What follows belongs to an exercise in optimizing a design on an open flow for small area and few clock cycles per item; a production flow would make more cautious choices. Only simulation tests tie the RTL to the original design; equivalence was not proved.

== wip/umber ==
==> flow/design.v (excerpt) <==
module fp_mult_pipe #(
  parameter int unsigned EXP_W = 8,
  parameter int unsigned MAN_W = 23,
  parameter int unsigned TAG_W = 4
) (
  input  logic                   clk,
  input  logic                   rstn,
  input  logic                   in_valid,
  output logic                   in_ready,
  input  logic [EXP_W+MAN_W:0]   a,
  input  logic [EXP_W+MAN_W:0]   b,
  input  logic [TAG_W-1:0]       in_tag,
  output logic                   out_valid,
  input  logic                   out_ready,
  output logic [EXP_W+MAN_W:0]   result,
  output logic [TAG_W-1:0]       out_tag,
  output logic [3:0]             flags
);
For scale: roughly 1,800 cells after synthesis, ~46 flip-flops, about 110 I/O pins, roughly 16,000 µm² of cells after synthesis.
Settings: LEC_CHECK=0, ABC_AREA=1, CAP_MARGIN=20, CORE_MARGIN=2, CORE_UTILIZATION=40, CTS_BUF_LIST=sky130_fd_sc_hd__clkbuf_8, GPL_TIMING_DRIVEN=0, SETUP_SLACK_MARGIN=0.02, SLEW_MARGIN=20, SYNTH_HIERARCHICAL=1, SYNTH_MINIMUM_KEEP_SIZE=0; clock period 7.0 ns.
standard.sh (not shown) runs the stock make flow with config.mk's settings and CLKGATE_MAP_FILE= SYNTH_SCRIPT=/design/flow/synth_recipe.tcl, a recipe that flattens the netlist after the stock synthesis.
==> flow/flow/run.sh <==
#!/bin/bash
# Standard ORFS layout, with plain buffers on the ports instead of the delay cell buffer_ports
# picks, and with the synthesis buffers removed at floorplan so repair_design rebuffers.
set -euo pipefail
bash standard.sh BUFFER_PORTS_ARGS="-buffer_cell sky130_fd_sc_hd__buf_2" REMOVE_ABC_BUFFERS=1 CTS_ARGS="-sink_clustering_enable -repair_clock_nets -buf_list sky130_fd_sc_hd__clkbuf_8 -dont_use_dummy_load" finish > make.log 2>&1
Testbench counts of wip/umber, summed over its fixed seeds: cycles 16,008, items 16,000.
Setup changes, wip/umber to wip/delta
==> flow/flow/run.sh <==
#!/bin/bash
# Standard ORFS layout (the standard.sh) with three changes:
# - plain buf_2 buffers on the ports instead of the delay cell buffer_ports picks by itself;
# - the synthesis buffers are removed at floorplan, so repair_design rebuffers from scratch;
# - CTS with clkbuf_8 and without dummy loads.
# Each ORFS step writes its full log under orfs/logs/; make's own output goes to make.log.
set -euo pipefail
bash standard.sh BUFFER_PORTS_ARGS="-buffer_cell sky130_fd_sc_hd__buf_2" REMOVE_ABC_BUFFERS=1 \
  CTS_ARGS="-sink_clustering_enable -repair_clock_nets -buf_list sky130_fd_sc_hd__clkbuf_8 -dont_use_dummy_load" \
  finish > make.log 2>&1
### Flow results
wip/delta went all the way through synthesis, placement and routing and the layout is clean on timing, DRC and antenna.
[compare] base=wip/umber new=wip/delta: cell area after synthesis about even; number of max-slew violations in the final report did not really move; synthesized netlist cell count about even; aggregate negative setup slack about even; cell area stayed essentially flat.
The inputs of wip/harbor differ from those of wip/delta as listed below.
- putting GPL_ROUTABILITY_DRIVEN at 0 where nothing was set
==> flow/flow/run.sh <==
#!/bin/bash
# Standard ORFS layout, with plain buffers on the ports instead of the delay cell buffer_ports
# picks, and with the synthesis buffers removed at floorplan so repair_design rebuffers.
set -euo pipefail
bash standard.sh BUFFER_PORTS_ARGS="-buffer_cell sky130_fd_sc_hd__buf_2" REMOVE_ABC_BUFFERS=1  finish > make.log 2>&1
## What came out
In summary, wip/harbor completed successfully, with a layout that passed the timing, design-rule and antenna checks.
On routed wire length, wip/harbor and wip/delta are neck and neck.
Global-route met3 utilization ends up higher on wip/harbor.

* * *

## job 8920
Starting RTL as in the previous note.
clock: 7.0 ns
lec_check: 0
abc_area: 1
cap_margin: 20
core_margin: 2
core_utilization: 40
cts_buf_list: sky130_fd_sc_hd__clkbuf_8
gpl_timing_driven: 0
setup_slack_margin: -0.05
slew_margin: 20
synth_hierarchical: 1
synth_minimum_keep_size: 0
==> flow/flow/run.sh <==
#!/bin/bash
# Standard ORFS layout (the standard.sh) with three changes:
# - plain buf_2 buffers on the ports instead of the delay cell buffer_ports picks by itself;
# - the synthesis buffers are removed at floorplan, so repair_design rebuffers from scratch;
# - CTS with clkbuf_8 and without dummy loads.
# Each ORFS step writes its full log under orfs/logs/; make's own output goes to make.log.
set -euo pipefail
bash standard.sh BUFFER_PORTS_ARGS="-buffer_cell sky130_fd_sc_hd__buf_2" REMOVE_ABC_BUFFERS=1 \
  CTS_ARGS="-sink_clustering_enable -repair_clock_nets -buf_list sky130_fd_sc_hd__clkbuf_8 -dont_use_dummy_load" \
  finish > make.log 2>&1
The flow did not stop early for job 8920: all stages ran, and the layout cleared the timing, design-rule and antenna checks.
Testbench counts of job 8920, summed over its fixed seeds: cycles 16,008, items 16,000.
What job 810 does differently from job 8920 at the input level:
# job 8920
export LEC_CHECK = 0
export ABC_AREA = 1
export CAP_MARGIN = 20
export CORE_MARGIN = 2
export CORE_UTILIZATION = 40
export CTS_BUF_LIST = sky130_fd_sc_hd__clkbuf_8
export GPL_TIMING_DRIVEN = 0
export SETUP_SLACK_MARGIN = -0.05
export SLEW_MARGIN = 20
export SYNTH_HIERARCHICAL = 1
export SYNTH_MINIMUM_KEEP_SIZE = 0
create_clock -name core_clock -period 7.0 [get_ports {clk}]
# job 810
export LEC_CHECK = 0
export ABC_AREA = 1
export CAP_MARGIN = 20
export CORE_MARGIN = 2
export CORE_UTILIZATION = 40
export CTS_BUF_LIST = sky130_fd_sc_hd__clkbuf_8
export GPL_TIMING_DRIVEN = 0
export SETUP_SLACK_MARGIN = 0.02
export SLEW_MARGIN = 20
export SYNTH_HIERARCHICAL = 1
export SYNTH_MINIMUM_KEEP_SIZE = 0
create_clock -name core_clock -period 7.0 [get_ports {clk}]
==> flow/flow/run.sh <==
#!/bin/bash
# Standard ORFS layout, with plain buffers on the ports instead of the delay cell buffer_ports
# picks, and with the synthesis buffers removed at floorplan so repair_design rebuffers.
set -euo pipefail
bash standard.sh BUFFER_PORTS_ARGS="-buffer_cell sky130_fd_sc_hd__buf_2" REMOVE_ABC_BUFFERS=1 CTS_ARGS="-sink_clustering_enable -repair_clock_nets -buf_list sky130_fd_sc_hd__clkbuf_8 -dont_use_dummy_load -sink_clustering_size 50 -sink_clustering_max_diameter 400" finish > make.log 2>&1
Results
Any difference in required time of the worst setup path between job 810 and job 8920 is small enough to ignore. Of the two candidates, job 8920 has the better worst hold slack and job 810 the worse one. Job 810 against job 8920: global-route wire length before repair grew by about 0.4%; worst setup margin increased 0.031 ns. [compare] base=job 8920 new=job 810: data arrival at the endpoint of the critical path shows a reduction of 0.04 ns.
Here is what was changed in the inputs of job 3340 compared with job 810.
==> flow/flow/run.sh <==
#!/bin/bash
# Standard ORFS layout, with plain buffers on the ports instead of the delay cell buffer_ports
# picks, and with the synthesis buffers removed at floorplan so repair_design rebuffers.
set -euo pipefail
bash standard.sh BUFFER_PORTS_ARGS="-buffer_cell sky130_fd_sc_hd__buf_2" REMOVE_ABC_BUFFERS=1  finish > make.log 2>&1
[summary]
- Diff job 810 -> job 3340: global-route usage about even, total vias in the final route now sits higher, core occupancy in the finished layout held steady.
- Relative to job 810, area fraction of clock buffers and clock inverters has increased by 0.28 points in job 3340.
- Going from job 810 to job 3340, wire length stayed essentially flat, fraction of area in multi-input gates decreased 0.25 points.
- [compare] base=job 810 new=job 3340: met3 wire length lower.

-- afterwards: timing with drivers on the ports --
The flow's constraints put no driver on any port. The routed layouts listed below were extracted and timed again, unchanged, in two steps. Step 1: set_driving_cell puts a clkbuf_16 on clk and a buf_2 on each other input, an assumption about the parent block. Step 2 adds t to the input delays and takes it off the output delays; t is the mean of the earliest and latest rising clock arrival at the registers after step 1. Input paths then give back, and output paths get back, about the clock's delay inside the block. Three values: ideal ports, drivers, drivers and shift; two values: the first two.
| run | t (ns) | setup WS [ns] | worst setup path after step 2 | clock arrival spread, ns | worst slew at a driven data input, ns |
|---|---|---|---|---|---|
| wip/umber | 0.333 | 0.212 / 0.175 / -0.158 | input to register | 0.016 / 0.015 | 0.08 |
| wip/delta | 0.333 | 0.212 / 0.175 / -0.158 | input to register | 0.016 / 0.015 | 0.08 |
| wip/harbor | 0.339 | 0.237 / 0.204 / -0.135 | input to register | 0.012 / 0.012 | 0.10 |
| job 8920 | 0.336 | 0.181 / 0.156 / -0.180 | input to register | 0.016 / 0.016 | 0.08 |
| job 810 | 0.333 | 0.212 / 0.175 / -0.158 | input to register | 0.016 / 0.015 | 0.08 |
| job 3340 | 0.339 | 0.189 / 0.140 / -0.199 | input to register | 0.020 / 0.020 | 0.09 |
With both steps, setup timing fails in every run listed, where it was met with ideal ports. For job 3340, which loses most, drivers alone change the setup slack by -0.049 ns; drivers and shift together by -0.388 ns.
